From an optimization exercise on the open Yosys and OpenROAD flow, aimed at small area and a short achievable clock period; shortcuts taken in it are not production practice.
RTL that was checked went through simulation tests only; none was proved equivalent to the original.
No activity file was given, so power comes from the tool's default toggle rates.

==> flow/design.v <==
package banner_pkg;
  localparam int BANNER_COLS  = 120;
  localparam int BANNER_ROWS  = 12;
  localparam int BANNER_MAP_W = BANNER_COLS * BANNER_ROWS;
  localparam int BANNER_GLYPH = 12;
  localparam int BANNER_X_W   = 8;
  localparam int BANNER_Y_W   = 5;
  localparam int BANNER_IDX_W = 11;
endpackage
import banner_pkg::*;
module banner_raster_counter
(
  input  logic       clk_i,
  input  logic       rst_ni,
  input  logic       adv_i,
  output logic [6:0] nx_o,
  output logic [3:0] ny_o,
  output logic       last_o
);
  logic [6:0] nx_q;
  logic [3:0] ny_q;
  logic       last;
  assign last = (nx_q == 7'd0) && (ny_q == 4'(BANNER_ROWS));
  always_ff @(posedge clk_i or negedge rst_ni) begin
    if (!rst_ni) begin
      nx_q <= 7'd1;
      ny_q <= 4'd0;
    end else if (adv_i) begin
      if (last) begin
        nx_q <= 7'd1;
        ny_q <= 4'd0;
      end else if (nx_q == 7'(BANNER_COLS - 1)) begin
        nx_q <= 7'd0;
        ny_q <= ny_q + 4'd1;
      end else begin
        nx_q <= nx_q + 7'd1;
      end
    end
  end
  assign nx_o   = nx_q;
  assign ny_o   = ny_q;
  assign last_o = last;
endmodule
import banner_pkg::*;
module banner_pixel_streamer
(
  input  logic                    clk_i,
  input  logic                    rst_ni,
  input  logic                    load_i,
  input  logic [BANNER_MAP_W-1:0] pixel_map_i,
  output logic                    busy_o,
  output logic                    pix_valid,
  input  logic                    pix_ready,
  output logic                    pix_data,
  output logic [BANNER_X_W-1:0]   pix_x,
  output logic [BANNER_Y_W-1:0]   pix_y,
  output logic                    pix_eol,
  output logic                    pix_eof
);
  localparam int CHAIN_W = BANNER_MAP_W - 2;   
  logic               vld_q, data_q, eol_q, eof_q;
  logic [6:0]         x_q;
  logic [3:0]         y_q;
  logic               busy;          
  logic               b0_q, b1_q;    
  logic               s_q;           
  logic               pol_q;         
  logic [CHAIN_W-1:0] chain_q;       
  logic               xfer, last;
  logic [6:0]         nx;
  logic [3:0]         ny;
  logic sel_ld_q, sel_sh_q, sel_hd_q;
  logic busy_d, s_d;
  logic c0;
  assign busy = !sel_ld_q;
  assign xfer = busy & pix_ready;
  banner_raster_counter u_counter (
    .clk_i  (clk_i),
    .rst_ni (rst_ni),
    .adv_i  (xfer),
    .nx_o   (nx),
    .ny_o   (ny),
    .last_o (last)
  );
  assign busy_d = sel_ld_q ? load_i : !(pix_ready && last);
  assign s_d    = busy ? pix_ready : 1'b1;
  assign c0     = chain_q[0] ^ pol_q;
  always_ff @(posedge clk_i or negedge rst_ni) begin
    if (!rst_ni) begin
      sel_ld_q <= 1'b1;
      sel_sh_q <= 1'b0;
      sel_hd_q <= 1'b0;
    end else begin
      sel_ld_q <= !busy_d;
      sel_sh_q <= busy_d & s_d;
      sel_hd_q <= busy_d & !s_d;
    end
  end
  always_ff @(posedge clk_i) begin
    for (int k = 0; k < CHAIN_W; k++)
      chain_q[k] <= !((sel_ld_q & pixel_map_i[CHAIN_W-1-k]) |
                      (sel_sh_q & ((k + 1 < CHAIN_W) ? chain_q[(k + 1) % CHAIN_W] : 1'b0)) |
                      (sel_hd_q & chain_q[k]));
    pol_q <= busy ? !pol_q : 1'b1;
  end
  always_ff @(posedge clk_i) begin
    s_q <= s_d;
    if (!busy) begin
      b0_q <= pixel_map_i[BANNER_MAP_W-2];
    end else begin
      if (pix_ready) b0_q <= s_q ? c0 : b1_q;
      if (s_q && !pix_ready) b1_q <= c0;
    end
  end
  always_ff @(posedge clk_i or negedge rst_ni) begin
    if (!rst_ni) begin
      vld_q  <= 1'b0;
      data_q <= 1'b0;
      x_q    <= '0;
      y_q    <= '0;
      eol_q  <= 1'b0;
      eof_q  <= 1'b0;
    end else begin
      vld_q <= vld_q ? !(pix_ready && eof_q) : load_i;
      if (!busy) begin
        data_q <= load_i && pixel_map_i[BANNER_MAP_W-1];
      end else if (pix_ready) begin
        data_q <= !last && b0_q;
        x_q    <= nx;
        y_q    <= last ? 4'd0 : ny;
        eol_q  <= (nx == 7'(BANNER_COLS - 1));
        eof_q  <= (nx == 7'(BANNER_COLS - 1)) && (ny == 4'(BANNER_ROWS - 1));
      end
    end
  end
  assign busy_o    = vld_q;
  assign pix_valid = vld_q;
  assign pix_data  = data_q;
  assign pix_x     = {1'b0, x_q};
  assign pix_y     = {1'b0, y_q};
  assign pix_eol   = eol_q;
  assign pix_eof   = eof_q;
endmodule
export LEC_CHECK = 0
export CAP_MARGIN = 20
export CELL_PAD_IN_SITES_DETAIL_PLACEMENT = 1
export CELL_PAD_IN_SITES_GLOBAL_PLACEMENT = 1
export CORE_AREA = 3 3 297 297
export CTS_CLUSTER_DIAMETER = 100
export CTS_CLUSTER_SIZE = 25
export DIE_AREA = 0 0 300 300
export SETUP_SLACK_MARGIN = 4.0
export SLEW_MARGIN = 20
export TNS_END_PERCENT = 100
create_clock -name core_clock -period 6.5 [get_ports {clk_i}]
standard.sh (not shown) runs the stock make flow with config.mk's settings and CLKGATE_MAP_FILE= SYNTH_SCRIPT=/design/flow/synth_recipe.tcl, a recipe that flattens the netlist after the stock synthesis.
==> flow/flow/run.sh <==
#!/bin/bash
bash standard.sh \
  "BUFFER_PORTS_ARGS=-buffer_cell sky130_fd_sc_hd__buf_1" \
  "PLACE_PINS_ARGS=-min_distance 1 -min_distance_in_tracks" \
  finish > standard.log 2>&1
The starting point completed with no timing, DRC or antenna violations.
Then changed:
--- a/flow/design.v
+++ b/flow/design.v
@@ -58,7 +58,7 @@
   output logic                    pix_eof
 );
   localparam int CHAIN_W = BANNER_MAP_W - 2;   
-  logic               vld_q, data_q, eol_q, eof_q;
+  logic               vld_q, busy_q, data_q, eol_q, eof_q;
   logic [6:0]         x_q;
   logic [3:0]         y_q;
   logic               busy;          
@@ -115,13 +115,15 @@
   always_ff @(posedge clk_i or negedge rst_ni) begin
     if (!rst_ni) begin
       vld_q  <= 1'b0;
+      busy_q <= 1'b0;
       data_q <= 1'b0;
       x_q    <= '0;
       y_q    <= '0;
       eol_q  <= 1'b0;
       eof_q  <= 1'b0;
     end else begin
-      vld_q <= vld_q ? !(pix_ready && eof_q) : load_i;
+      vld_q  <= vld_q ? !(pix_ready && last) : load_i;
+      busy_q <= busy_q ? !(pix_ready && last) : load_i;
       if (!busy) begin
         data_q <= load_i && pixel_map_i[BANNER_MAP_W-1];
       end else if (pix_ready) begin
@@ -133,7 +135,7 @@
       end
     end
   end
-  assign busy_o    = vld_q;
+  assign busy_o    = busy_q;
   assign pix_valid = vld_q;
   assign pix_data  = data_q;
   assign pix_x     = {1'b0, x_q};
Result:
- synthesized cell count stays flat
- routed wire length went up by 0.69%
- register-to-register slack gets better by 0.06 ns
- core utilization falls by 0.19 points
- worst setup slack is better by 0.0034 ns
- cell area went down by 0.30%
- non-clock buffer count drops by 10
- hold slack improves by 0.0061 ns
- via count drops by 0.41%
- power climbs by 48%
For the first run of this note, only the layout was checked, not whether the RTL still works.

==> static timing again, ports no longer ideal <==
How much do the figures lean on ideal ports? The routed layouts below were timed once more, with nothing changed but the port constraints.
Step 1 sets driving cells, clkbuf_16 on the clock port and buf_2 on the other inputs (assumed; they add their load-dependent delay and slew).
Step 2 adds t to the input delays and takes it off the output delays; t is the mean of the earliest and latest rising clock arrival at the registers after step 1. Input paths then give back, and output paths get back, about the clock's delay inside the block.
a / b / c = ideal ports / drivers / drivers and shift; a / b = the first two.
| run | t, ns | setup WS [ns] | worst hold slack (ns) | pins driven straight from the clock port |
|---|---|---|---|---|
| the first run | 0.716 | 3.941 / 3.867 / 3.357 | 0.420 / 0.420 / 0.420 | 1 |
| the second run | 0.710 | 3.945 / 3.870 / 3.645 | 0.426 / 0.426 / 0.426 | 1 |
After both steps every run listed still meets setup and hold. For the first run, which loses most, drivers alone change the setup slack by -0.074 ns; drivers and shift together by -0.584 ns.
